Context: an optimization exercise on an open-source flow, tuned for small area, a short achievable clock period and few clock cycles. The choices shown serve that exercise and are no tape-out recipe.
Function was not checked in any run shown here: the RTL went through the layout flow alone.
Power and IR drop assume default switching activity.

==> design.v <==
`default_nettype none
module intx_pacer (
    input  wire logic   clk_sys,
    input  wire logic   rst,
    input  wire logic   int_rdy,
    output logic        int_assert
);
    localparam logic [31:0] LFSR_TAPS = 32'h0000_00ae;
    localparam int          HOLD_W    = $clog2(64);
    typedef enum logic [1:0] {
        ST_REQ,
        ST_DRAW,
        ST_HOLD
    } state_t;
    state_t             state;
    logic [31:0]        lfsr;
    logic [HOLD_W-1:0]  hold_cnt;
    logic               int_q;
    assign int_assert = int_q;
    always_ff @(posedge clk_sys)
    begin
        if (rst)
            lfsr <= 32'h097d_7840;
        else if (state == ST_DRAW)
            lfsr <= {lfsr[30:0], lfsr[31]} ^ (lfsr[31] ? LFSR_TAPS : 32'h0);
    end
    always_ff @(posedge clk_sys)
    begin
        if (rst)
            hold_cnt <= '0;
        else if (state == ST_HOLD)
            hold_cnt <= hold_cnt + 1'b1;
    end
    always_ff @(posedge clk_sys)
    begin
        if (rst)
        begin
            state <= ST_REQ;
            int_q <= 1'b0;
        end
        else
        begin
            case (state)
                ST_REQ:
                begin
                    int_q <= !(int_q && int_rdy);
                    if (int_q && int_rdy)
                        state <= ST_DRAW;
                end
                ST_DRAW:
                begin
                    if (lfsr > 32'h6000_0000)
                        state <= ST_HOLD;
                end
                ST_HOLD:
                begin
                    if (&hold_cnt)
                    begin
                        int_q <= 1'b1;
                        state <= ST_REQ;
                    end
                end
                default:
                begin
                    state <= ST_REQ;
                end
            endcase
        end
    end
endmodule
`default_nettype wire
`default_nettype none
module pcie_tlp_bridge
(
    input  wire logic           clk_sys,
    input  wire logic           rst,
    input  wire logic [63:0]    rx_data,
    input  wire logic [7:0]     rx_keep,
    input  wire logic           rx_last,
    input  wire logic           rx_valid,
    output logic                rx_ready,
    output logic [63:0]         tx_data,
    output logic [7:0]          tx_keep,
    output logic                tx_last,
    output logic                tx_valid,
    input  wire logic           tx_ready,
    input  wire logic           int_rdy,
    output logic                int_assert
);
    localparam int K  = 3;
    localparam int NW = $clog2(K + 1);
    logic [31:0]    q_lo   [K];
    logic [31:0]    q_hi   [K];
    logic           q_two  [K];
    logic           q_last [K];
    logic [NW-1:0]  n;           
    logic [NW-1:0]  n_nx;
    logic [1:0]     c;           
    logic [1:0]     c_nx;
    logic [1:0]     nclose;
    logic           vld_q;
    logic           rdy_q;
    logic           two;
    logic           take;
    logic           pop;
    logic [31:0]    w_lo;
    logic [31:0]    w_hi;
    logic           w_two_cur;
    logic           w_last_cur;
    logic           w_two_nxt;
    assign two  = rx_keep[4];
    assign take = rx_valid && rdy_q;
    assign pop  = vld_q && tx_ready;
    assign rx_ready = rdy_q;
    assign tx_valid = vld_q;
    assign tx_data  = {q_hi[0], q_lo[0]};
    assign tx_keep  = q_two[0] ? 8'hff : 8'h0f;
    assign tx_last  = q_last[0];
    always_comb
    begin
        c_nx   = c;
        nclose = 2'd0;
        if (take)
        begin
            case (c)
                2'd0:
                begin
                    c_nx   = rx_last ? 2'd0 : (two ? 2'd2 : 2'd1);
                    nclose = rx_last ? 2'd1 : 2'd0;
                end
                2'd1:
                begin
                    c_nx   = (two || rx_last) ? 2'd0 : 2'd2;
                    nclose = two ? 2'd2 : (rx_last ? 2'd1 : 2'd0);
                end
                default:
                begin
                    c_nx   = 2'd0;
                    nclose = 2'd2;
                end
            endcase
        end
        n_nx = n + NW'(nclose) - NW'(pop);
    end
    always_ff @(posedge clk_sys)
    begin
        if (rst)
        begin
            n     <= '0;
            c     <= 2'd0;
            vld_q <= 1'b0;
            rdy_q <= 1'b1;
        end
        else
        begin
            n     <= n_nx;
            c     <= c_nx;
            vld_q <= n_nx != '0;
            rdy_q <= (c_nx == 2'd0) ? (n_nx < NW'(K)) : (n_nx < NW'(K - 1));
        end
    end
    assign w_lo       = (c == 2'd1) ? rx_data[63:32] : rx_data[31:0];
    assign w_hi       = (c == 2'd1) ? rx_data[31:0]  : rx_data[63:32];
    assign w_two_cur  = (c == 2'd0) ? two : 1'b1;
    assign w_last_cur = rx_last && !((c == 2'd1) && two);
    assign w_two_nxt  = c[1] && two;
    always_ff @(posedge clk_sys)
    begin
        for (int i = 0; i < K; i++)
        begin
            logic [NW:0] j;
            logic        cur;
            logic        nxt;
            j   = (NW+1)'(i) + (NW+1)'(pop);
            cur = rdy_q && (j == (NW+1)'(n));
            nxt = rdy_q && (j == (NW+1)'(n) + 1'b1);
            if (pop && (i + 1 < K))
            begin
                q_lo[i]   <= q_lo[(i + 1) % K];
                q_hi[i]   <= q_hi[(i + 1) % K];
                q_two[i]  <= q_two[(i + 1) % K];
                q_last[i] <= q_last[(i + 1) % K];
            end
            if ((cur && (c == 2'd0)) || nxt)
                q_lo[i] <= w_lo;
            if ((cur && (c != 2'd2)) || nxt)
                q_hi[i] <= w_hi;
            if (cur && (c != 2'd2))
            begin
                q_two[i]  <= w_two_cur;
                q_last[i] <= w_last_cur;
            end
            if (nxt)
            begin
                q_two[i]  <= w_two_nxt;
                q_last[i] <= rx_last;
            end
        end
    end
    intx_pacer i_intx_pacer (
        .clk_sys    ( clk_sys    ),
        .rst        ( rst        ),
        .int_rdy    ( int_rdy    ),
        .int_assert ( int_assert )
    );
endmodule
`default_nettype wire
==> run.sh <==
#!/bin/bash
# synth_recipe.tcl (not shown) runs the flow's synth.tcl, then flattens the netlist and writes it again
# the make line also repeats each setting of config.mk as NAME=value (left out here)
make -C /OpenROAD-flow-scripts/flow DESIGN_CONFIG=/design/flow/config.mk WORK_HOME=/design/flow/orfs CLKGATE_MAP_FILE= SYNTH_SCRIPT=/design/flow/synth_recipe.tcl finish
==> config.mk <==
export PLATFORM = sky130hd
export DESIGN_NAME = pcie_tlp_bridge
export DESIGN_NICKNAME = pcie_tlp_bridge
export VERILOG_FILES = /design/flow/design.v
export SDC_FILE = /design/flow/constraint.sdc
export NUM_CORES = 4
export LEC_CHECK = 0
export CAP_MARGIN = 20
export CORE_MARGIN = 2
export CORE_UTILIZATION = 40
export SLEW_MARGIN = 20
==> constraint.sdc <==
create_clock -name core_clock -period 5.0 [get_ports {clk_sys}]
set_input_delay 1.0000 -clock core_clock [delete_from_list [all_inputs] [get_ports {clk_sys}]]
set_output_delay 1.0000 -clock core_clock [all_outputs]
set_load 0.01 [all_outputs]
==> results of run 1 <==
[cells by family after synthesis]
logic type / synth area share
fa+ha+maj: 0.004546
other cells: 0.0003406
flops: 0.6255
mux: 0.2249
xor+xnor: 0.01091
simple gates: 0.06318
buf+inv: 0.03398
compound gates: 0.03671
[final timing paths]
path	start	endpoint
setup reg to reg	c[0]	q_hi[1][31]
setup / recovery	tx_ready	q_hi[0][0]
hold reg to reg	i_intx_pacer.lfsr[22]	i_intx_pacer.lfsr[23]
hold / removal	i_intx_pacer.lfsr[22]	i_intx_pacer.lfsr[23]
[synth_stat cells, drive strengths merged (4+ instances only)]
master  count  area share
nand3      16      0.0073
nor2b       5      0.0028
xor2        4      0.0032
ha          4      0.0045
or2b        7      0.0048
nand2      62       0.021
nor4        8      0.0045
nand2b      4      0.0023
inv         6      0.0020
xnor2       7      0.0056
dfxtp      47       0.085
nor2       18      0.0061
a211oi      5      0.0034
clkbuf     12      0.0041
nand4       7      0.0040
buf        34       0.028
mux2      192        0.22
edfxtp    198        0.54
a21oi      26       0.012
[registers in the layout (all words and copies together) (netlist names)]
name and flops:
vld_q 1, q_two 3, i_intx_pacer.state 2, c 2, q_hi 96, i_intx_pacer.hold_cnt 6, n 2, i_intx_pacer.int_q 1
q_last 3, q_lo 96, i_intx_pacer.lfsr 32, rdy_q 1
[layout make-up]
type	instances	share of cell area
flip-flops and latches	245	0.5099
multi-input cells	411	0.2801
repair buffers	151	0.1108
clock buffers	38	0.05781
well taps	341	0.03159
clock inverters	11	0.008153
inverters	6	0.001668
[power breakdown]
group / total [mW] / switching, mW / internal [mW]
logic: 4.11 / 2.02 / 2.09
clock network: 1.98 / 0.787 / 1.19
registers: 3.93 / 0.277 / 3.66
[critical path: stages]
cell             delay, ps
clkdlybuf4s50_1        560
a21bo_2                220
nand4b_4               160
o21ai_4                720
or2b_2                 800
[layout by cell type, fill, tap and decap left out, types with 4 or more instances in the layout]
cell and instances:
nand4_1 7, xor2_1 4, conb_1 4, mux2_2 109
nand3_1 16, nor2_1 18, xnor2_1 7, buf_4 8
nor4_1 8, or2b_1 4, a21oi_1 26, clkbuf_16 29
a211oi_1 5, dfxtp_1 47, ha_1 4, clkbuf_1 6
clkinv_2 6, mux2_4 81, clkdlybuf4s50_1 142, edfxtp_1 198
inv_1 6, nand2_1 60
[through the flow]
stage,cell area (sq um),utilization
6_report,13510,0.4997
5_1_grt,13510,0.4997
4_1_cts,13490,0.4992
3_5_place_dp,12600,0.4662
3_3_place_gp,12600,0.4662
2_1_floorplan,11020,-
[metal layers]
layer	up-vias	track usage	wire, microns
met3	28	0.03233	1213
li1	2912	-	-
met5	-	0	0
met4	0	0.02787	300
met1	2940	0.2057	10140
met2	146	0.2511	10460
==> impl_summary.txt, run 1 <==
----------------------------------------------------
[Run status]
  Status ... complete, no violations

[Timing]
  Worst max-slew margin expressed relative to the limit ... 0.3418
  Worst slew pin tran ... 985.2 ps
  Number of max-slew violations in the final report ... 0
  Final worst slack ... 1656 ps
  RSZ-0062 raised after global routing ... no
  Shortest clock period the worst path allows after layout ... 3344 ps
  Final Hold Vio Count ... 0
  Clock Skews ... 10.03 ps
  Final count of negative-setup-slack endpoints ... 0
  Ratio of final minimum period to clock period ... 0.6688
  Setup TNS ... 0 ps
  Hold Slack ... 472.3 ps
  Max Freq ... 299.0 MHz

[Pwr]
  Lkg Pwr ... 4.982 nW
  Power density over the cells ... 742.3 mW/mm^2
  Tot Pwr ... 10.03 mW
  Maximum vdd drop ... 0.0005566 V

[Synthesis]
  Netlist area before placement ... 0.01101 sq mm
  Main synth FF type ... edfxtp_1
  Count of yosys warnings during synthesis ... 6
  Cell count after synthesis ... 705
  Sequential area share after synthesis ... 0.6255
  Proportion of register bits with asynchronous set or reset after synthesis ... 0
  Post-synthesis register bit count ... 245
  Syn avg cell area ... 15.62 sq um
  Distinct cell type count of the synthesized netlist ... 58
  Number of synthesized flops with an enable pin ... 198

[Place]
  Total instance count after detailed placement ... 1153
  Post-Place Worst Slack ... 1074 ps
  Placed wire-length estimate after detailed placement ... 13.74 mm
  Weighted congestion reported at the end of routability-driven placement ... 0.7321
  Number of port buffers ... 142

[Min path]
  Tightest Hold Check Type ... reg2reg
  Worst hold path cell count ... 2

[Route]
  WL per Instance ... 18.38 microns
  Via count ... 6026
  Initial DRC Count ... 373
  Post-route ant nets ... 0
  First-pass iteration count of the detailed router ... 4
  Final routed DRC violation total ... 0
  Post-detailed-route via-to-cell ratio ... 5.009
  Detailed-route wire length ... 22.11 mm

[Global route]
  Combined global-route utilization of all metal layers ... 0.1508
  First-pass GRT wire length ... 34.11 mm
  Via count of the first global-routing pass ... 5962
  Global-route congestion overflow total ... 0
  Initial antenna violation count ... 0
  Pin count of the biggest net entering global routing ... 39

[Die]
  Die Width ... 169.9 microns
  Initial Utilization ... 0.4074
  Area of the core ... 0.02703 sq mm
  Height of the die ... 169.9 microns
  Ports placed on the boundary ... 154
  Placement Rows ... 60
  Area of the die ... 0.02887 sq mm

[Worst setup path]
  Arr. time, crit path ... 3480 ps
  Worst-case register-to-register setup slack ... 2140 ps
  Critical path endpoint category ... register
  Startpoint type of the worst setup path ... input port
  Required time of the critical path ... 5140 ps
  Crit path max fanout ... 32
  Count of cells along the worst register-to-register path ... 4
  Critical Setup Path Class ... in2reg

[Clock network]
  Clock-pin slew reported for the worst setup and hold paths after clock tree synthesis ... 60 ps
  CTS sink count ... 245
  Total number of H-tree levels ... 1
  CTS tree ... yes
  Cts hold-fix bufs ... 0
  Clock Path Buffers ... 3
  Num CTS Buffers ... 27
  Number of setup buffers added after CTS ... 0
  Worst-Skew Late Latency ... 520 ps
  Post-cts repair resize count ... 0
  Clock tree root buffer cell ... clkbuf_16

[Run]
  Max Cap Violations ... 0

[Final layout]
  Post-layout instance count excluding filler cells ... 1203
  Number of nets in the finished design ... 924
  Seq. cell area ... 0.006887 sq mm
  Synth-to-layout area growth ... 22.66%
  Area of combinational cells with multiple inputs ... 0.003782 sq mm
  Number of inserted diodes ... 0
  Fill cell total of the finished layout ... 2328
  Share of post-route cells with drive strength above 1 ... 0.3051

----------------------------------------------------
==> run 2: changes to the inputs <==
--- a/config.mk
+++ b/config.mk
@@ -8,4 +8,5 @@
 export CAP_MARGIN = 20
 export CORE_MARGIN = 2
-export CORE_UTILIZATION = 40
+export CORE_UTILIZATION = 60
+export SETUP_SLACK_MARGIN = 3.0
 export SLEW_MARGIN = 20
==> run 2 against run 1 <==
Effect of this change: area after synthesis stayed put; cell area up 9.6%; register-to-register slack gained 240 ps; maximum frequency increased by 23%; global-route usage grew 13 points; clock-buffer cell count decreased by 2; critical path type unchanged; combinational power is 81% higher; power is 32% higher.
==> impl_summary.txt, run 2 <==
----------------------------------------------------
[Run status]
  Status ... complete, no violations

[Die]
  Ports placed on the boundary ... 154
  Placement Rows ... 49
  Die Width ... 139.5 microns
  Area of the die ... 0.01945 sq mm
  Area of the core ... 0.01796 sq mm
  Initial Utilization ... 0.6129
  Height of the die ... 139.5 microns

[Timing]
  Final Hold Vio Count ... 0
  Clock Skews ... 9.455 ps
  Final count of negative-setup-slack endpoints ... 0
  Setup TNS ... 0 ps
  Number of max-slew violations in the final report ... 0
  Ratio of final minimum period to clock period ... 0.5459
  RSZ-0062 raised after global routing ... yes
  Worst max-slew margin expressed relative to the limit ... 0.3320
  Shortest clock period the worst path allows after layout ... 2729 ps
  Worst slew pin tran ... 1002 ps
  Max Freq ... 366.4 MHz

[Final layout]
  Post-layout instance count excluding filler cells ... 1188
  Number of inserted diodes ... 0
  Leading registers by flop count ... q_hi: 96 flops, q_lo: 96 flops, i_intx_pacer.lfsr: 32 flops
  Number of nets in the finished design ... 1024
  Most common cell after layout, fill and taps aside ... edfxtp_1
  Highest-count cells in the layout ignoring fill and taps ... edfxtp_1 (198), mux2_4 (127), buf_2 (67), clkdlybuf4s50_1 (66), mux2_2 (65)
  Share of post-route cells with drive strength above 1 ... 0.4765
  Synth-to-layout area growth ... 34.49%

[Clock network]
  Clock-pin slew reported for the worst setup and hold paths after clock tree synthesis ... 60 ps
  Cts hold-fix bufs ... 0
  CTS sink count ... 245
  Num CTS Buffers ... 25
  Worst-Skew Late Latency ... 520 ps
  Total number of H-tree levels ... 1
  Clock Path Buffers ... 3
  CTS tree ... yes
  Clock tree root buffer cell ... clkbuf_16

[Worst setup path]
  Count of cells along the worst register-to-register path ... 9
  Crit Reg-Reg Endpoint ... rdy_q
  Critical Setup Path Class ... in2reg
  Crit path max fanout ... 5
  Launch instance of the worst register-to-register path ... c[0]
  Startpoint type of the worst setup path ... input port
  Critical path endpoint category ... register
  Worst-case register-to-register setup slack ... 2380 ps
  Required time of the critical path ... 5390 ps
  Arr. time, crit path ... 3120 ps

[Synthesis]
  Complex-gate fraction of the synthesized area ... 0.03670
  Number of synthesized flops with an enable pin ... 198
  Multiplexer share of the synthesized area ... 0.2249
  Proportion of register bits with asynchronous set or reset after synthesis ... 0
  Syn avg cell area ... 15.62 sq um
  Cell count after synthesis ... 705
  Post-synthesis register bit count ... 245
  Main synth FF type ... edfxtp_1
  Library cell occupying the most area in the post-synthesis netlist ... edfxtp_1
  Most common cell in the synthesized netlist ... edfxtp_1
  Adder and majority gate portion of the synthesized area ... 0.004545
  Sequential area share after synthesis ... 0.6255
  Share of synthesized cell area in and, or, nand and nor gates ... 0.06318
  Share of Yosys cell area claimed by the top area cell type ... 0.5400
  Commonest cells post-synth ... edfxtp_1 (198), mux2_2 (109), mux2_4 (81), nand2_1 (62), dfxtp_1 (47)
  Netlist area before placement ... 0.01101 sq mm
  Count of yosys warnings during synthesis ... 6
  Largest cells by area after synthesis ... edfxtp_1 (54%), mux2_2 (11%), mux2_4 (11%)
  Distinct cell type count of the synthesized netlist ... 58
  Dominant combinational cell family by area after synthesis ... multiplexers
  Post-synthesis xor/xnor area fraction ... 0.01091

[Route]
  WL per Instance ... 26.57 microns
  First-pass iteration count of the detailed router ... 7
  Detailed-route wire length ... 31.57 mm
  Final routed DRC violation total ... 0
  Initial DRC Count ... 659
  Via count ... 7352
  Post-detailed-route via-to-cell ratio ... 6.189
  Post-route ant nets ... 0

[Global route]
  Combined global-route utilization of all metal layers ... 0.2774
  Global-route congestion overflow total ... 0
  Initial antenna violation count ... 0
  Via count of the first global-routing pass ... 7273
  First-pass GRT wire length ... 41.66 mm
  Pin count of the biggest net entering global routing ... 43

[Min path]
  Tightest Hold Check Type ... reg2reg
  Critical hold path startpoint ... i_intx_pacer.lfsr[14]
  Worst hold path cell count ... 2
  Worst hold endpoint ... i_intx_pacer.lfsr[15]

[Place]
  Weighted congestion reported at the end of routability-driven placement ... 0.8869
  Number of port buffers ... 142
  Placed wire-length estimate after detailed placement ... 13.82 mm
  Total instance count after detailed placement ... 1041

[Pwr]
  Power density over the cells ... 892.3 mW/mm^2
  Lkg Pwr ... 5.965 nW
  Maximum vdd drop ... 0.0005314 V

[Run]
  Max Cap Violations ... 0

----------------------------------------------------
==> run 2: cell counts after synthesis <==
Identical to the previous run, type by type.
==> run 2: routing by layer <==
layer,part of all wire,up-vias,track usage
met3,0.086,113,0.05953
met5,0,-,0
li1,-,3139,-
met1,0.38,3668,0.3527
met2,0.49,432,0.4755
met4,0.043,0,0.09410
==> run 2: how the worst max path moves through the flow <==
stage               start           to  slack [ps]  cells past startpoint
3_5_place_dp     tx_ready   q_lo[0][7]        1160                      6
3_3_place_gp     tx_ready  q_hi[0][14]        1240                      6
4_1_cts        rx_keep[4]        rdy_q        2360                     10
5_1_grt        rx_keep[4]        rdy_q        2290                     10
2_1_floorplan  rx_keep[4]        rdy_q        2040                     10
6_report          rx_last        rdy_q        2270                     10
==> run 2: timing repair <==
action | 4_1_cts | 5_1_grt
pin swaps | 14 | 18
gates resized for setup | 397 | 58
endpoints found under the setup margin | 472 | 419
setup buffers | 51 | 25
cloned | 17 | 10
==> run 2: report_power, final <==
group	switching [mW]	leakage (nW)	internal, mW
Combinational	3.33	3.26	4.12
Sequential	0.331	2.32	3.64
Clock	0.780	0.388	1.02
Total	4.44	5.96	8.77
==> run 2: cells by family after synthesis <==
| group | Yosys count |
|---|---|
| simple gates | 142 |
| buf+inv | 52 |
| xor+xnor | 12 |
| flops | 245 |
| other cells | 1 |
| mux | 193 |
| compound gates | 56 |
| fa+ha+maj | 4 |
==> run 2: final cells by class <==
class | instances | area (sq um)
Fill cell | 870 | 3156
Sequential cell | 245 | 6905
Multi-Input combinational cell | 425 | 4305
Clock buffer | 36 | 734.5
Inverter | 6 | 22.52
Tap cell | 229 | 286.5
Clock inverter | 8 | 37.54
Timing Repair Buffer | 239 | 2516
==> run 2: worst max-delay path, stage by stage <==
cell     delay [ps]
buf_4           130
inv_1            90
or3_1           400
ha_1            290
inv_1           110
ha_2            200
xor3_1          230
or3_1           350
a21oi_2         220
o31ai_2         100
==> run 2: metrics by stage <==
stage | cell area (sq um) | hold slack [ps] | setup slack (ps) | utilization | power [mW]
after detailed placement | 12580 | 467.4 | 1157 | 0.7003 | 8.275
after CTS | 14140 | 475.7 | 2360 | 0.7874 | 11.82
after global placement | 12580 | 452.9 | 1239 | 0.7003 | 8.104
final | 14810 | 476.0 | 2271 | 0.8243 | 13.21
after floorplan | 11180 | 444.8 | 2037 | - | 7.188
after global routing | 14810 | 499.6 | 2285 | 0.8243 | 13.55
==> run 3: changes to the inputs <==
--- a/config.mk
+++ b/config.mk
@@ -6,7 +6,9 @@
 export NUM_CORES = 4
 export LEC_CHECK = 0
+export ABC_CLOCK_PERIOD_IN_PS = 2000
 export CAP_MARGIN = 20
 export CORE_MARGIN = 2
 export CORE_UTILIZATION = 60
+export CTS_BUF_LIST = sky130_fd_sc_hd__clkbuf_4 sky130_fd_sc_hd__clkbuf_8
 export SETUP_SLACK_MARGIN = 3.0
 export SLEW_MARGIN = 20
==> run 3 against run 2 <==
Effect of this change: non-clock buffer count shrank 5; routed wire length shrank 0.70%; maximum frequency grew 2.5%; sequential cell count is the same; critical endpoint is now vld_q.
==> impl_summary.txt, run 3 <==
----------------------------------------------------
[Run status]
  Status ... complete, no violations

[Timing]
  RSZ-0062 raised after global routing ... yes
  Ratio of final minimum period to clock period ... 0.5326
  Worst slew pin tran ... 999.2 ps
  Worst max-slew margin expressed relative to the limit ... 0.3339
  Number of max-slew violations in the final report ... 0
  Final Hold Vio Count ... 0
  Max Freq ... 375.5 MHz
  Final worst slack ... 2337 ps
  Clock Skews ... 26.24 ps
  Setup TNS ... 0 ps
  Final count of negative-setup-slack endpoints ... 0
  Shortest clock period the worst path allows after layout ... 2663 ps

[Final layout]
  Highest-count cells in the layout ignoring fill and taps ... edfxtp_1 (198), mux2_4 (128), buf_2 (68), clkdlybuf4s50_1 (66), mux2_2 (64)
  Leading registers by flop count ... q_hi: 96 flops, q_lo: 96 flops, i_intx_pacer.lfsr: 32 flops
  Fraction of the core area covered by cells at the end of the flow ... 0.8232
  Number of nets in the finished design ... 1035
  Number of inserted diodes ... 0
  Most common cell after layout, fill and taps aside ... edfxtp_1
  Synth-to-layout area growth ... 34.31%
  Share of post-route cells with drive strength above 1 ... 0.4852

[Global route]
  First-pass GRT wire length ... 40.96 mm
  Combined global-route utilization of all metal layers ... 0.2723
  Global-route congestion overflow total ... 0
  Via count of the first global-routing pass ... 7264
  Initial antenna violation count ... 0
  Pin count of the biggest net entering global routing ... 43

[Clock network]
  Num CTS Buffers ... 39
  CTS sink count ... 245
  Clock-pin slew reported for the worst setup and hold paths after clock tree synthesis ... 70 ps
  Worst-Skew Late Latency ... 540 ps
  Clock tree root buffer cell ... clkbuf_8
  Clock Path Buffers ... 3
  CTS tree ... yes
  Cts hold-fix bufs ... 0
  Total number of H-tree levels ... 2

[Route]
  Detailed-route wire length ... 31.35 mm
  First-pass iteration count of the detailed router ... 7
  Final routed DRC violation total ... 0
  WL per Instance ... 25.91 microns
  Post-detailed-route via-to-cell ratio ... 6.191
  Via count ... 7491
  Post-route ant nets ... 0
  Initial DRC Count ... 610

[Run]
  Max Cap Violations ... 0

[Synthesis]
  Share of Yosys cell area claimed by the top area cell type ... 0.5400
  Proportion of register bits with asynchronous set or reset after synthesis ... 0
  Cell count after synthesis ... 705
  Complex-gate fraction of the synthesized area ... 0.03670
  Post-synthesis xor/xnor area fraction ... 0.01091
  Count of yosys warnings during synthesis ... 6
  Main synth FF type ... edfxtp_1
  Syn avg cell area ... 15.62 sq um
  Number of synthesized flops with an enable pin ... 198
  Distinct cell type count of the synthesized netlist ... 58
  Dominant combinational cell family by area after synthesis ... multiplexers
  Library cell occupying the most area in the post-synthesis netlist ... edfxtp_1
  Share of synthesized cell area in and, or, nand and nor gates ... 0.06318
  Sequential area share after synthesis ... 0.6255
  Commonest cells post-synth ... edfxtp_1 (198), mux2_2 (109), mux2_4 (81), nand2_1 (62), dfxtp_1 (47)
  Multiplexer share of the synthesized area ... 0.2249
  Most common cell in the synthesized netlist ... edfxtp_1
  Post-synthesis register bit count ... 245
  Adder and majority gate portion of the synthesized area ... 0.004545
  Netlist area before placement ... 0.01101 sq mm
  Largest cells by area after synthesis ... edfxtp_1 (54%), mux2_2 (11%), mux2_4 (11%)

[Place]
  Number of port buffers ... 142
  Placed wire-length estimate after detailed placement ... 13.82 mm
  Weighted congestion reported at the end of routability-driven placement ... 0.8869
  Post-Place Worst Slack ... 1157 ps

[Die]
  Initial Utilization ... 0.6129
  Area of the core ... 0.01796 sq mm
  Height of the die ... 139.5 microns
  Placement Rows ... 49
  Ports placed on the boundary ... 154
  Die Width ... 139.5 microns
  Area of the die ... 0.01945 sq mm

[Worst setup path]
  Critical path endpoint category ... register
  Arr. time, crit path ... 3080 ps
  Crit path max fanout ... 3
  Critical Setup Path Class ... in2reg
  Worst-case register-to-register setup slack ... 2430 ps
  Required time of the critical path ... 5420 ps
  Startpoint type of the worst setup path ... input port

[Min path]
  Tightest Hold Check Type ... reg2reg

[Pwr]
  Maximum vdd drop ... 0.0004623 V
  Lkg Pwr ... 5.969 nW
  Power density over the cells ... 878.5 mW/mm^2

----------------------------------------------------
==> run 3: cell counts after synthesis <==
Identical to the previous run, type by type.
==> run 3: timing repair <==
item,CTS,global route
buffers inserted,45,29
gates resized for setup,392,71
pin swaps,13,22
setup endpoints to repair,472,407
cloned,16,10
==> run 3: path summary, 6_finish.rpt <==
check,startpoint,cells past startpoint,endpoint
max,rx_keep[4],10,vld_q
min,i_intx_pacer.lfsr[8],2,i_intx_pacer.lfsr[9]
max reg2reg,c[1],9,vld_q
min reg2reg,i_intx_pacer.lfsr[8],2,i_intx_pacer.lfsr[9]
==> run 3: layout make-up <==
| class | count | area, sq um |
|---|---|---|
| Sequential cell | 245 | 6905 |
| Timing Repair Buffer | 234 | 2435 |
| Tap cell | 229 | 286.5 |
| Multi-Input combinational cell | 427 | 4372 |
| Inverter | 6 | 22.52 |
| Clock buffer | 52 | 646.9 |
| Clock inverter | 17 | 120.1 |
| Fill cell | 892 | 3176 |
==> run 3: critical path, stage by stage <==
cell and delay, ps:
buf_12 100, a21o_1 160, or3_1 310, ha_1 320
inv_1 110, ha_4 130, xor3_1 260, o21ai_0 240
a21oi_4 130, or2_2 310
==> run 3: per-stage QoR <==
stage	hold WS [ps]	cell area [sq um]	total power [mW]	instances
after global routing	499.7	14790	13.33	1210
after detailed placement	467.4	12580	8.275	1041
after CTS	475.3	14050	11.54	1171
after global placement	452.9	12580	8.104	1041
final	477.0	14790	12.99	1210
after floorplan	444.8	11180	7.188	708
==> run 3: kinds of logic (layout without fill, tap and decap cells) <==
logic type      Yosys count  after routing
simple gates            142            154
other cells               1              4
fa+ha+maj                 4              4
buf+inv                  52            309
mux                     193            193
flops                   245            245
compound gates           56             60
xor+xnor                 12             12
==> run 3: per-layer routing <==
| layer | vias up | share of wire | GRT usage | wire, microns |
|---|---|---|---|---|
| li1 | 3188 | - | - | - |
| met1 | 3726 | 0.38 | 0.3439 | 11840 |
| met2 | 473 | 0.50 | 0.4683 | 15710 |
| met3 | 104 | 0.084 | 0.05850 | 2625 |
| met4 | 0 | 0.037 | 0.09516 | 1173 |
| met5 | - | 0 | 0 | 0 |
==> run 3: where the power goes <==
part           total, mW  switching, mW  internal, mW
Sequential          3.97          0.334          3.64
Clock               1.74          0.799         0.943
Combinational       7.28           3.31          3.97

static timing again, ports no longer ideal:
In the flow no input, the clock included, has a driving cell. The finished layouts below were timed again as built, in two steps.
Step 1 (the two cells are an assumption about what drives the block):
set clk [get_ports {clk_sys}]
set_driving_cell -lib_cell sky130_fd_sc_hd__clkbuf_16 $clk
set_driving_cell -lib_cell sky130_fd_sc_hd__buf_2 [delete_from_list [all_inputs] $clk]
Step 2 times the ports against the registers' clock, not the clock port: input delays grow and output delays shrink by t, the midpoint of the rising clock arrivals with the driver on.
Three values: ideal ports, drivers, drivers and shift; two values: the first two.
run	shift t [ns]	setup WS [ns]	worst setup path at the end	latest minus earliest clock arrival (ns)	cell pins on the clock port's net
run 1	0.554	1.656 / 1.677 / 1.123	input to register	0.011 / 0.010	1
run 2	0.556	2.271 / 2.254 / 1.697	input to register	0.012 / 0.013	1
run 3	0.564	2.337 / 2.318 / 1.755	input to register	0.028 / 0.029	1
After both steps every run listed still meets setup and hold. The setup slack of run 3, which loses most, moves by -0.019 ns with the drivers and by -0.582 ns with both steps.
